From an optimization exercise on the open Yosys and OpenROAD flow, aimed at small area, a short achievable clock period and few clock cycles per item; shortcuts taken in it are not production practice. The RTL was checked by simulation tests, not by an equivalence proof against the original design.

## flow/design.v (module list and top-level ports; edited modules follow where they fit)
// module fir_mac: 11939 lines
// module booth_sel: 6 lines
// module booth_sel0: 6 lines
// module booth_seln: 6 lines
// module filtro_fir_eq: 133 lines
module filtro_fir_eq #(
  parameter int TAPS = TAPS_DEF,
  parameter int NSTG = 3             
) (
  input  logic                       clock,
  input  logic                       reset,
  input  logic signed [SAMPLE_W-1:0] sample_in,
  input  logic                       sample_valid,
  input  logic                       coef_we,
  input  logic [$clog2(TAPS)-1:0]    coef_addr,
  input  logic signed [COEF_W-1:0]   coef_data,
  output logic [SAMPLE_W-1:0]        dac_out_data,
  output logic                       dac_out_valid,
  input  logic                       dac_out_ready,
  output logic                       busy,
  output logic                       overrun,
  output logic                       coef_err
);
  // ...
==> flow/flow/run.sh <==
#!/bin/bash
# Own flow: the standard layout with three changes.
# Synthesis: synth_recipe.tcl with Yosys's early "abc -fast" skipped
# (synth -noabc) so that the carry-save tree written in the RTL reaches
# extract_fa unchanged and maps to full-adder cells without inverters, and
# the Booth selector modules mapped to cells (flow/booth_map.v) before
# flattening. Registers, flattening and renaming are those of
# synth_recipe.tcl. Layout: timing repaired towards a 3.5 ns period (slack
# margin 6.5 ns at the design's 10 ns clock; the constraints are
# unchanged), and CTS without dummy loads.
set -euo pipefail
W=$PWD
head -1 synth_recipe.tcl | grep -q '^proc synth {args} { yosys synth -nofsm -noshare {\*}$args }$'
{ echo "set ::booth_map {$W/flow/booth_map.v}"
  cat flow/synth_head.tcl
  tail -n +2 synth_recipe.tcl; } > flow_synth.tcl
sed "s#SYNTH_SCRIPT=[^ ]*synth_recipe.tcl#SYNTH_SCRIPT=$W/flow_synth.tcl#" standard.sh > flow_standard.sh
grep -q flow_synth.tcl flow_standard.sh
bash flow_standard.sh SETUP_SLACK_MARGIN=6.5 \
  CTS_ARGS="-sink_clustering_enable -repair_clock_nets -dont_use_dummy_load" \
  finish > flow_standard.log 2>&1
==> flow/flow/booth_map.v <==
module booth_sel (input one, two, neg, a, b, output p);
  wire n;  // ~((one & a) | (two & b))
  sky130_fd_sc_hd__a22oi_1 g_sel (.A1(one), .A2(a), .B1(two), .B2(b), .Y(n));
  sky130_fd_sc_hd__xnor2_1 g_neg (.A(n), .B(neg), .Y(p));
endmodule

module booth_sel0 (input one, neg, a, output p);
  wire n;  // ~(one & a)
  sky130_fd_sc_hd__nand2_1 g_sel (.A(one), .B(a), .Y(n));
  sky130_fd_sc_hd__xnor2_1 g_neg (.A(n), .B(neg), .Y(p));
endmodule

module booth_seln (input one, two, neg, a, b, output p);
  wire n;  // ~((one & a) | (two & b))
  sky130_fd_sc_hd__a22oi_1 g_sel (.A1(one), .A2(a), .B1(two), .B2(b), .Y(n));
  sky130_fd_sc_hd__xor2_1 g_neg (.A(n), .B(neg), .X(p));
endmodule
==> flow/flow/synth_head.tcl <==
# Replaces the first line of synth_recipe.tcl (its synth wrapper): the same
# -nofsm -noshare, plus -noabc (no early "abc -fast", so the carry-save tree
# reaches extract_fa as written), and, once before the first synth call
# (design still hierarchical), the Booth selector modules mapped to cells.
set ::booth_mapped 0
proc synth {args} {
  if {!$::booth_mapped} {
    set ::booth_mapped 1
    yosys techmap -map $::booth_map
  }
  yosys synth -nofsm -noshare -noabc {*}$args
}
==> flow/standard.sh <==
#!/bin/bash
# synth_recipe.tcl (not shown) runs the flow's synth.tcl, then flattens the netlist and writes it again
# the make line also repeats each setting of config.mk as NAME=value (left out here)
make -C /OpenROAD-flow-scripts/flow DESIGN_CONFIG=/design/flow/config.mk WORK_HOME=/design/flow/orfs CLKGATE_MAP_FILE= SYNTH_SCRIPT=/design/flow/synth_recipe.tcl "${@:-finish}"
==> flow/config.mk <==
export PLATFORM = sky130hd
export DESIGN_NAME = filtro_fir_eq
export DESIGN_NICKNAME = filtro_fir_eq
export VERILOG_FILES = /design/flow/design.v
export SDC_FILE = /design/flow/constraint.sdc
export NUM_CORES = 4
export LEC_CHECK = 0
export ABC_AREA = 1
export CAP_MARGIN = 20
export CORE_MARGIN = 2
export CORE_UTILIZATION = 55
export SETUP_SLACK_MARGIN = 5
export SLEW_MARGIN = 20
==> flow/constraint.sdc <==
create_clock -name core_clock -period 10.0 [get_ports {clock}]
set_input_delay 2.0000 -clock core_clock [delete_from_list [all_inputs] [get_ports {clock}]]
set_output_delay 2.0000 -clock core_clock [all_outputs]
set_load 0.01 [all_outputs]
==> run notes, run 1 <==
Run status:
- The flow ran to the end and the layout has no timing, DRC or antenna violations.

STA:
- The time the worst path needs with I/O delays and setup is 3620 ps.
- The actual slew at the worst max-slew pin is ~1200 ps.
- Setup repair after global routing could not meet its margin everywhere.
- The max-slew headroom at the worst pin is a little over a fifth.

Clocking:
- The number of gates resized after cts is between 40 and 50.
- The clock input transition at the sequential cells of the worst setup and hold paths is around 60 ps.
- The largest buffer count on any clock path is 3.
- In this run, CTS created clock tree buffers numbering between 150 and 200.
- The library cell used as clock root buffer is sky130_fd_sc_hd__clkbuf_16.
- Counting every sink on the clock net gives between 1000 and 1500.

Route:
- Summed over all nets, wire length on met3 after detailed routing comes to ~79000 um.
- The detailed router finished its first iteration with ~15000 violations.
- Summed over all nets, wire length on met2 after detailed routing comes to about 200000 um.

Synthesis:
- Counting distinct cell types in the post-synthesis netlist gives 46.
- The post-synthesis instance area is roughly 0.10 sq mm.

Placement:
- The number of instances in the placed design is roughly 11000.

Final layout:
- The register share of the cell area is ~30%.
- The sequential cells in the finished layout cover a total of about 0.033 sq mm.
- The count of clock-net buffers in the final layout is 159.
- The register with the most flip-flops in the layout has between 200 and 300 of them.
- The total inserted antenna cells is 45.

Worst setup path:
- The worst flop-to-flop path endpoint is u_mac.r_p0_12$_DFF_P_.
- The last element of the critical path is u_mac.r_p0_12$_DFF_P_.
- The slowest stage of the critical path belongs to the cell sky130_fd_sc_hd__fa_1.

Die:
- The die boundary height is roughly 440 um.
Testbench counts, summed over its fixed seeds: cycles 2,096, items 2,048.
==> inputs of run 2 (changes only) <==
--- a/flow/flow/run.sh
+++ b/flow/flow/run.sh
@@ -7,4 +7,4 @@
 # flattening. Registers, flattening and renaming are those of
-# synth_recipe.tcl. Layout: timing repaired towards a 3.5 ns period (slack
-# margin 6.5 ns at the design's 10 ns clock; the constraints are
+# synth_recipe.tcl. Layout: timing repaired towards a 3.25 ns period (slack
+# margin 6.75 ns at the design's 10 ns clock; the constraints are
 # unchanged), and CTS without dummy loads.
@@ -18,3 +18,3 @@
 grep -q flow_synth.tcl flow_standard.sh
-bash flow_standard.sh SETUP_SLACK_MARGIN=6.5 \
+bash flow_standard.sh SETUP_SLACK_MARGIN=6.75 \
   CTS_ARGS="-sink_clustering_enable -repair_clock_nets -dont_use_dummy_load" \
--- a/flow/config.mk
+++ b/flow/config.mk
@@ -10,3 +10,3 @@
 export CORE_MARGIN = 2
-export CORE_UTILIZATION = 55
+export CORE_UTILIZATION = 50
 export SETUP_SLACK_MARGIN = 5
==> run 2 against run 1 <==
Clock-buffer cell count grew 4; still clean on timing, DRC and antenna; sequential share of layout area is 0.070 points lower; largest cell class unchanged; core utilization shrank 4.6 points; die area up 9.9%; area after synthesis stayed put; first-iteration DRC count down 0.67%; critical endpoint is now dac_out_valid; setup slack better by 200 ps; worst hold slack worse by 6.8 ps; cell count rose by 1.8%; sequential cell count is the same; fmax grew 5.9%; clock skew shrank 27 ps.
==> run notes, run 2 <==
Final layout:
- The most flop-heavy register is r_line (unchanged).
- Most frequent cells in the layout: 1654 x sky130_fd_sc_hd__fa_1, 1545 x sky130_fd_sc_hd__xnor2_1, 1534 x sky130_fd_sc_hd__a22oi_1 (was 1669 x sky130_fd_sc_hd__fa_1, 1547 x sky130_fd_sc_hd__xnor2_1, 1536 x sky130_fd_sc_hd__a22oi_1).
- The utilization after layout is 55.2% (was 59.8%).
- Largest registers: r_line: 288 flops, r_coef_x: 256 flops, r_q: 72 flops (unchanged).
- The count of filler cells inserted in the layout is 17400 (was 15500).
- The most common cell after layout, fill and taps aside is sky130_fd_sc_hd__fa_1 (unchanged).
- The layout cell share with drive strength beyond 1 is 10.0% (was 6.21%).
- The area taken by flip-flops and latches is 0.0330 sq mm (was 0.0327 sq mm).
- The multi-input combinational cell area is 0.0694 sq mm (was 0.0689 sq mm).
- The number of flip-flops under the largest register name came to 288 (unchanged).
- The post-route cell area came to 0.113 sq mm (was 0.112 sq mm).
- The final net count is 10600 (was 10500).
- The layout overhead on the synthesized area is 9.63% (was 8.41%).

Route:
- The first-pass iteration count of the detailed router was 9 (unchanged).
- The residual DRC count was 0 (unchanged).
- The detailed-route vias per instance is 6.92 (was 7.05).
- The detailed-route wire length per cell came to 44.2 um (was 43.5 um).
- The total wirelength of the detailed-routed design is 508000 um (was 492000 um).
- The remaining antenna violation count after routing came to 0 (unchanged).
- The DRC violation total after the first TritonRoute iteration is 14700 (was 14800).
- The count of vias placed by the detailed router is 79600 (was 79700).

Synthesis:
- The post-synthesis instance total is 8536 (unchanged).
- The dominant synthesized flop cell is sky130_fd_sc_hd__dfxtp_1 (unchanged).
- The most common cell in the synthesized netlist is sky130_fd_sc_hd__fa_1 (unchanged).
- Biggest area contributors in the synthesized netlist: sky130_fd_sc_hd__fa_1 32%, sky130_fd_sc_hd__dfxtp_1 15%, sky130_fd_sc_hd__dfrtp_1 14% (unchanged).
- The distinct cell type count after synthesis is 46 (unchanged).
- The mean post-synth cell area is 12.1 sq um (unchanged).
- The net count after synthesis is 10300 (unchanged).
- The sequential cell area fraction in the yosys report came to 31.6% (unchanged).
- The number of flops mapped to enable cells by yosys is 104 (unchanged).
- The post-synthesis instance area is 0.103 sq mm (unchanged).
- The post-synthesis sequential element count is 1436 (unchanged).
- Top cells by count, synth: 1671 x sky130_fd_sc_hd__fa_1, 1563 x sky130_fd_sc_hd__xnor2_1, 1536 x sky130_fd_sc_hd__a22oi_1 (unchanged).
- The leading area contributor after synthesis was sky130_fd_sc_hd__fa_1 (unchanged).
- The total number of yosys warnings is 2 (unchanged).
- The area share of the largest cell type after synthesis is 32.4% (unchanged).
- The fraction of registers with async set or reset after synthesis is 39.5% (unchanged).

STA:
- The count of final max-slew check failures was 0 (unchanged).
- The final setup TNS is 0 ps (unchanged).
- The period utilization was 34.2% (was 36.2%).
- The timing-limited maximum frequency is 292 MHz (was 276 MHz).
- The time the worst path needs with I/O delays and setup is 3420 ps (was 3620 ps).
- The actual slew at the worst max-slew pin was 982 ps (was 1180 ps).
- The max-slew headroom at the worst pin is 34.5% (was 21.1%).
- The worst slack on hold paths is 306 ps (was 313 ps).
- The number of failing setup endpoints in the final timing report is 0 (unchanged).
- The clock skew is 82.6 ps (was 110 ps).
- The final hold violation count was 0 (unchanged).
- The final worst slack is 6580 ps (was 6380 ps).
- RSZ-0062 raised after global routing: true (unchanged).

Die:
- The core outline area is 0.205 sq mm (was 0.187 sq mm).
- The cell row count is 166 (was 159).
- The full die area is 0.210 sq mm (was 0.191 sq mm).
- The floorplan die width is 458 um (was 437 um).
- The initial standard-cell utilization of the core is 50.4% (was 55.2%).
- The die boundary height is 458 um (was 437 um).
- The total I/O pin count is 53 (unchanged).

Worst setup path:
- The buffers plus inverters on the worst setup path is 1 (was 0).
- The data arrival at the endpoint of the critical path is 1420 ps (was 4350 ps).
- The master of the slowest instance on the critical path was sky130_fd_sc_hd__dfrtp_2 (was sky130_fd_sc_hd__fa_1).
- The type of destination of the critical path was an output pin (was register).
- The class of the most critical setup path is register to output pin (was register to register).
- Chain of cells forming the critical path: buf_6 (was a22oi_1 > xnor2_1 > fa_1 > fa_1 > fa_1).
- The maximum single-stage delay on the critical path is 450 ps (was 850 ps).
- The launching element type of the critical path is a register (unchanged).
- The data required time of the worst path was 8000 ps (was 10730 ps).
- The maximum fanout count along the critical path came to 3 (was 17).
- The dominant delay contributor by cell family on the critical path is flip-flops (was adder cells).

Run status:
- Result of the run: complete, no violations (unchanged).

Clocking:
- The hold buffer count at CTS came to 0 (unchanged).
- The clock input transition at the sequential cells of the worst setup and hold paths is 60 ps (about the same).
- The clock tree from TritonCTS was done (unchanged).
- The largest buffer count on any clock path was 3 (unchanged).
- The source-to-sink clock delay at the later pin of the worst-skew pair came to 840 ps (was 880 ps).
- The number of H-tree branching levels was 4 (unchanged).
- The number of clock buffers inserted by TritonCTS was 163 (was 159).
- The library cell used as clock root buffer is sky130_fd_sc_hd__clkbuf_16 (unchanged).
- The number of sinks driven by the clock tree was 1436 (unchanged).

Hold path:
- The worst min-delay path class is register to register (unchanged).

Global route:
- The overall overflow remaining after global route is 0 (unchanged).
- The via count of the first global-routing pass is 77500 (was 78300).
- The first-pass GRT wire length is 680000 um (was 666000 um).
- The number of antenna violations at the first check in global routing is 37 (was 39).
- The pin count of the biggest net entering global routing came to 179 (was 176).
- The overall global routing resource usage came to 48.0% (was 51.4%).

Placement:
- The pre-CTS setup slack is 5740 ps (was 5490 ps).
- The final weighted congestion of routability-driven global placement is 1.08 (was 1.10).
- The cell area after placement is 0.108 sq mm (about the same).
- The HPWL reported at the end of detailed placement is 385000 um (was 371000 um).
- The number of input and output port buffers inserted is 52 (unchanged).

Run:
- The number of maximum-capacitance violations came to 0 (unchanged).
-- run 2: cell counts after synthesis --
Identical to the previous run, type by type.
-- run 2: metrics by stage --
stage          std cells
3_5_place_dp       11300
4_1_cts            11500
2_1_floorplan       8536
5_1_grt            11500
6_report           11500
3_3_place_gp       11300
-- run 2: layer usage --
metal | share of wire [%] | vias up | GRT usage, % | wire length (um)
li1 | - | 29800 | - | -
met1 | 37 | 41700 | 64.2 | 187000
met2 | 40 | 6843 | 65.6 | 205000
met3 | 15 | 1277 | 17.6 | 74300
met4 | 8.2 | 30 | 30.6 | 41400
met5 | 0.041 | - | 0 | 208
-- run 2: worst paths after layout --
path | endpoint | cells past startpoint | from | slack [ps]
worst max-delay path | dac_out_valid | 1 | r_out_vld$_DFFE_PP0P_ | 6580
worst min-delay path | u_mac.r_p2_73$_DFF_P_ | 0 | u_mac.r_p1_124$_DFF_P_ | 310
worst max register to register | u_mac.r_p0_133$_DFF_P_ | 5 | r_coef_x[21]$_DFFE_PP0P_ | 6680
worst min register to register | u_mac.r_p2_73$_DFF_P_ | 0 | u_mac.r_p1_124$_DFF_P_ | 310
max in group asynchronous | r_line[83]$_DFFE_PP0P_ | 4 | reset | 7000
min in group asynchronous | r_pend[0]$_DFF_PP0_ | 3 | reset | 1710
-- run 2: timing repair --
item	in CTS	in global routing
resized for setup	253	207
hold endpoints to repair	0	0
setup buffers	7	9
pin swaps	5	11
setup endpoints to repair	346	434
cloned	1	4
-- run 2: logic make-up after synthesis --
family / count (synthesis) / synth area share [%]
muxes: 133 / 1.44
AOI/OAI and AO/OA: 1997 / 13.5
buffers and inverters: 518 / 2.01
and+or+nand+nor: 1048 / 4.08
adders and majority gates: 1737 / 33.2
DFF: 1436 / 31.6
xor gates and xnor gates: 1667 / 14.1
-- run 2: layout make-up --
type                            instances  area share (%)
Timing Repair Buffer                  212            1.63
Sequential cell                      1436            29.1
Multi-Input combinational cell       6585            61.3
Tap cell                             2688            2.97
Clock buffer                          163            3.60
Antenna cell                           28          0.0619
Inverter                              390            1.34
==> inputs of run 3 (changes only) <==
--- a/flow/flow/run.sh
+++ b/flow/flow/run.sh
@@ -7,4 +7,4 @@
 # flattening. Registers, flattening and renaming are those of
-# synth_recipe.tcl. Layout: timing repaired towards a 3.25 ns period (slack
-# margin 6.75 ns at the design's 10 ns clock; the constraints are
+# synth_recipe.tcl. Layout: timing repaired towards a 3.15 ns period (slack
+# margin 6.85 ns at the design's 10 ns clock; the constraints are
 # unchanged), and CTS without dummy loads.
@@ -18,3 +18,3 @@
 grep -q flow_synth.tcl flow_standard.sh
-bash flow_standard.sh SETUP_SLACK_MARGIN=6.75 \
+bash flow_standard.sh SETUP_SLACK_MARGIN=6.85 \
   CTS_ARGS="-sink_clustering_enable -repair_clock_nets -dont_use_dummy_load" \
--- a/flow/config.mk
+++ b/flow/config.mk
@@ -10,3 +10,3 @@
 export CORE_MARGIN = 2
-export CORE_UTILIZATION = 50
+export CORE_UTILIZATION = 55
 export SETUP_SLACK_MARGIN = 5
==> run 3 against run 2 <==
Global-route usage increased by 3.6 points; register-to-register slack improved by 60 ps; non-clock buffer count increased by 12; via count increased by 1.1%; die area decreased by 9.0%; clock-buffer cell count increased by 1; clock skew increased by 8.6 ps.
==> run notes, run 3 <==
Global route:
- The pin count of the biggest net entering global routing is 175 (was 179).
- The first-pass GRT wire length was 669000 um (was 680000 um).
- The overall global routing resource usage was 51.6% (was 48.0%).
- The number of antenna violations at the first check in global routing was 36 (was 37).
- The via count of the first global-routing pass was 79100 (was 77500).
- The overall overflow remaining after global route is 0 (unchanged).

STA:
- The final setup TNS is 0 ps (unchanged).
- The max-slew headroom at the worst pin was 23.3% (was 34.5%).
- The period utilization was 33.6% (was 34.2%).
- The clock skew is 91.2 ps (was 82.6 ps).
- The number of failing setup endpoints in the final timing report is 0 (unchanged).
- The worst slack on hold paths is 313 ps (was 306 ps).
- The final hold violation count is 0 (unchanged).
- The final worst slack is 6640 ps (was 6580 ps).
- The actual slew at the worst max-slew pin is 1140 ps (was 982 ps).
- The timing-limited maximum frequency was 297 MHz (was 292 MHz).
- The count of final max-slew check failures is 0 (unchanged).
- RSZ-0062 raised after global routing: true (unchanged).
- The time the worst path needs with I/O delays and setup is 3360 ps (was 3420 ps).

Clocking:
- The number of H-tree branching levels came to 4 (unchanged).
- The clock input transition at the sequential cells of the worst setup and hold paths came to 60 ps (about the same).
- The number of sinks driven by the clock tree is 1436 (unchanged).
- The largest buffer count on any clock path is 3 (unchanged).
- The library cell used as clock root buffer is sky130_fd_sc_hd__clkbuf_16 (unchanged).
- The source-to-sink clock delay at the later pin of the worst-skew pair is 850 ps (was 840 ps).
- The number of clock buffers inserted by TritonCTS is 164 (was 163).
- The hold buffer count at CTS is 0 (unchanged).
- The clock tree from TritonCTS is done (unchanged).

Synthesis:
- The fraction of registers with async set or reset after synthesis came to 39.5% (unchanged).
- The dominant synthesized flop cell is sky130_fd_sc_hd__dfxtp_1 (unchanged).
- The leading area contributor after synthesis is sky130_fd_sc_hd__fa_1 (unchanged).
- The most common cell in the synthesized netlist is sky130_fd_sc_hd__fa_1 (unchanged).
- The post-synthesis sequential element count came to 1436 (unchanged).
- The net count after synthesis is 10300 (unchanged).
- Top cells by count, synth: 1671 x sky130_fd_sc_hd__fa_1, 1563 x sky130_fd_sc_hd__xnor2_1, 1536 x sky130_fd_sc_hd__a22oi_1 (unchanged).
- The number of flops mapped to enable cells by yosys was 104 (unchanged).
- The post-synthesis instance area is 0.103 sq mm (unchanged).
- The area share of the largest cell type after synthesis came to 32.4% (unchanged).
- The distinct cell type count after synthesis is 46 (unchanged).
- The sequential cell area fraction in the yosys report is 31.6% (unchanged).
- The mean post-synth cell area is 12.1 sq um (unchanged).
- The total number of yosys warnings was 2 (unchanged).
- Biggest area contributors in the synthesized netlist: sky130_fd_sc_hd__fa_1 32%, sky130_fd_sc_hd__dfxtp_1 15%, sky130_fd_sc_hd__dfrtp_1 14% (unchanged).
- The post-synthesis instance total is 8536 (unchanged).

Worst setup path:
- The worst flop-to-flop path endpoint is u_mac.r_p0_492$_DFF_P_ (was u_mac.r_p0_133$_DFF_P_).
- The dominant delay contributor by cell family on the critical path is flip-flops (unchanged).
- The maximum single-stage delay on the critical path was 360 ps (was 450 ps).
- The data arrival at the endpoint of the critical path is 1360 ps (was 1420 ps).
- The data required time of the worst path is 8000 ps (about the same).
- The maximum fanout count along the critical path is 1 (was 3).
- The critical path depth is 1 (unchanged).
- The startpoint of the lowest-slack register-to-register path is r_coef_x[156]$_DFFE_PP0P_ (was r_coef_x[21]$_DFFE_PP0P_).
- The type of destination of the critical path is an output pin (unchanged).
- The buffers plus inverters on the worst setup path came to 1 (unchanged).
- The master of the slowest instance on the critical path is sky130_fd_sc_hd__edfxtp_1 (was sky130_fd_sc_hd__dfrtp_2).
- Chain of cells forming the critical path: buf_2 (was buf_6).
- The register-to-register path setup slack is 6740 ps (was 6680 ps).
- The class of the most critical setup path is register to output pin (unchanged).
- The cell depth of the worst flop-to-flop path is 5 (unchanged).
- The launch point of the critical path is r_out[4]$_DFFE_PP_ (was r_out_vld$_DFFE_PP0P_).
- The launching element type of the critical path was a register (unchanged).
- The last element of the critical path is dac_out_data[4] (was dac_out_valid).

Placement:
- The cell area after placement came to 0.108 sq mm (about the same).
- The final weighted congestion of routability-driven global placement is 1.12 (was 1.08).
- The HPWL reported at the end of detailed placement is 376000 um (was 385000 um).
- The pre-CTS setup slack is 5460 ps (was 5740 ps).
- The number of input and output port buffers inserted is 52 (unchanged).

Route:
- The detailed-route wire length per cell came to 43.8 um (was 44.2 um).
- The detailed-route vias per instance was 7.10 (was 6.92).
- The DRC violation total after the first TritonRoute iteration is 14700 (about the same).
- The remaining antenna violation count after routing is 0 (unchanged).
- The first-pass iteration count of the detailed router came to 10 (was 9).
- The total wirelength of the detailed-routed design came to 496000 um (was 508000 um).
- The count of vias placed by the detailed router is 80500 (was 79600).
- The residual DRC count is 0 (unchanged).

Die:
- The cell row count came to 159 (was 166).
- The total I/O pin count was 53 (unchanged).
- The floorplan die width is 437 um (was 458 um).
- The die boundary height is 437 um (was 458 um).
- The full die area is 0.191 sq mm (was 0.210 sq mm).
- The core outline area was 0.187 sq mm (was 0.205 sq mm).
- The initial standard-cell utilization of the core is 55.2% (was 50.4%).

Hold path:
- The worst min-delay path class is register to register (unchanged).

Final layout:
- The most common cell after layout, fill and taps aside is sky130_fd_sc_hd__fa_1 (unchanged).
- The final net count is 10600 (about the same).
- The number of flip-flops under the largest register name is 288 (unchanged).
- The layout overhead on the synthesized area is 10.2% (was 9.63%).
- Largest registers: r_line: 288 flops, r_coef_x: 256 flops, r_q: 72 flops (unchanged).
- The layout cell share with drive strength beyond 1 is 12.0% (was 10.0%).
- The most flop-heavy register is r_line (unchanged).
- Most frequent cells in the layout: 1620 x sky130_fd_sc_hd__fa_1, 1538 x sky130_fd_sc_hd__xnor2_1, 1533 x sky130_fd_sc_hd__a22oi_1 (was 1654 x sky130_fd_sc_hd__fa_1, 1545 x sky130_fd_sc_hd__xnor2_1, 1534 x sky130_fd_sc_hd__a22oi_1).
- The post-route cell area came to 0.114 sq mm (was 0.113 sq mm).

Run:
- The number of maximum-capacitance violations was 0 (unchanged).

Run status:
- Result of the run: complete, no violations (unchanged).
[run 3: cell counts after synthesis]
Identical to the previous run, type by type.
[run 3: cell type report]
| type | instances | area [sq um] |
|---|---|---|
| multi-input cells | 6585 | 69900 |
| well taps | 2495 | 3120 |
| diodes | 34 | 85.1 |
| inverters | 390 | 1520 |
| repair buffers | 224 | 2030 |
| repair inverters | 1 | 5.00 |
| fillers | 15200 | 73400 |
| flip-flops and latches | 1436 | 33100 |
| clock buffers | 164 | 4100 |
[run 3: how the worst min path moves through the flow]
| stage | startpoint | endpoint | slack [ps] | depth (start not counted) |
|---|---|---|---|---|
| after floorplan | u_mac.r_p0_0$_DFF_P_ | u_mac.r_p1_0$_DFF_P_ | 310 | 0 |
| after global placement | u_mac.r_p1_124$_DFF_P_ | u_mac.r_p2_73$_DFF_P_ | 310 | 0 |
| after detailed placement | u_mac.r_p1_124$_DFF_P_ | u_mac.r_p2_73$_DFF_P_ | 310 | 0 |
| after CTS | u_mac.r_p1_126$_DFF_P_ | u_mac.r_p2_77$_DFF_P_ | 300 | 0 |
| after global routing | u_mac.r_p1_126$_DFF_P_ | u_mac.r_p2_77$_DFF_P_ | 310 | 0 |
| final | u_mac.r_p1_6$_DFF_P_ | u_mac.r_p2_6$_DFF_P_ | 310 | 0 |
[run 3: cells by family (layout without fill, tap and decap cells)]
logic type                 count (synthesis)  after routing  synth area share, %
adders and majority gates               1737           1737                 33.2
xor gates and xnor gates                1667           1667                 14.1
other                                      0             34                    0
muxes                                    133            133                 1.44
buffers and inverters                    518            779                 2.01
and+or+nand+nor                         1048           1051                 4.08
AOI/OAI and AO/OA                       1997           1997                 13.5
DFF                                     1436           1436                 31.6
[run 3: per-stage QoR]
stage | utilization [%] | cells
floorplan | - | 8536
finish | 60.8 | 11300
CTS | 60.1 | 11300
global placement | 57.5 | 11100
detailed placement | 57.5 | 11100
global route | 60.8 | 11300
[run 3: what timing repair did]
action	4_1_cts	5_1_grt
resized for setup	367	301
buffers inserted	10	21
setup endpoints to repair	733	504
cloned	5	3
pin swaps	9	51
[run 3: metal layers]
| metal | part of all wire (%) | GRT usage [%] |
|---|---|---|
| met2 | 39 | 68.8 |
| met5 | 0.052 | 0.126 |
| met3 | 16 | 22.9 |
| met4 | 9.6 | 37.8 |
| met1 | 35 | 66.0 |

==> afterwards: timing with drivers on the ports <==
The flow's constraints put no driver on any port. The routed layouts listed below were extracted and timed again, unchanged, in two steps. Step 1 (the two cells are an assumption about what drives the block):
set clk [get_ports {clock}]
set_driving_cell -lib_cell sky130_fd_sc_hd__clkbuf_16 $clk
set_driving_cell -lib_cell sky130_fd_sc_hd__buf_2 [delete_from_list [all_inputs] $clk]
Step 2 also shifts input and output timing later by t, the mid clock arrival at the registers, as if the neighbouring blocks saw the same clock. a / b / c = ideal ports / drivers / drivers and shift; a / b = the first two.
| run | shift t [ns] | setup slack, ns | worst hold slack (ns) | worst slew at a driven data input, ns | pins driven straight from the clock port |
|---|---|---|---|---|---|
| run 1 | 0.918 | 6.377 / 6.377 / 5.783 | 0.313 / 0.313 / 0.313 | 0.06 | 1 |
| run 2 | 0.894 | 6.577 / 6.484 / 6.052 | 0.306 / 0.306 / 0.306 | 0.07 | 1 |
| run 3 | 0.903 | 6.637 / 6.536 / 6.169 | 0.313 / 0.313 / 0.313 | 0.07 | 1 |
After both steps every run listed still meets setup and hold. The setup slack of run 1, which loses most, moves by 0.000 ns with the drivers and by -0.594 ns with both steps.
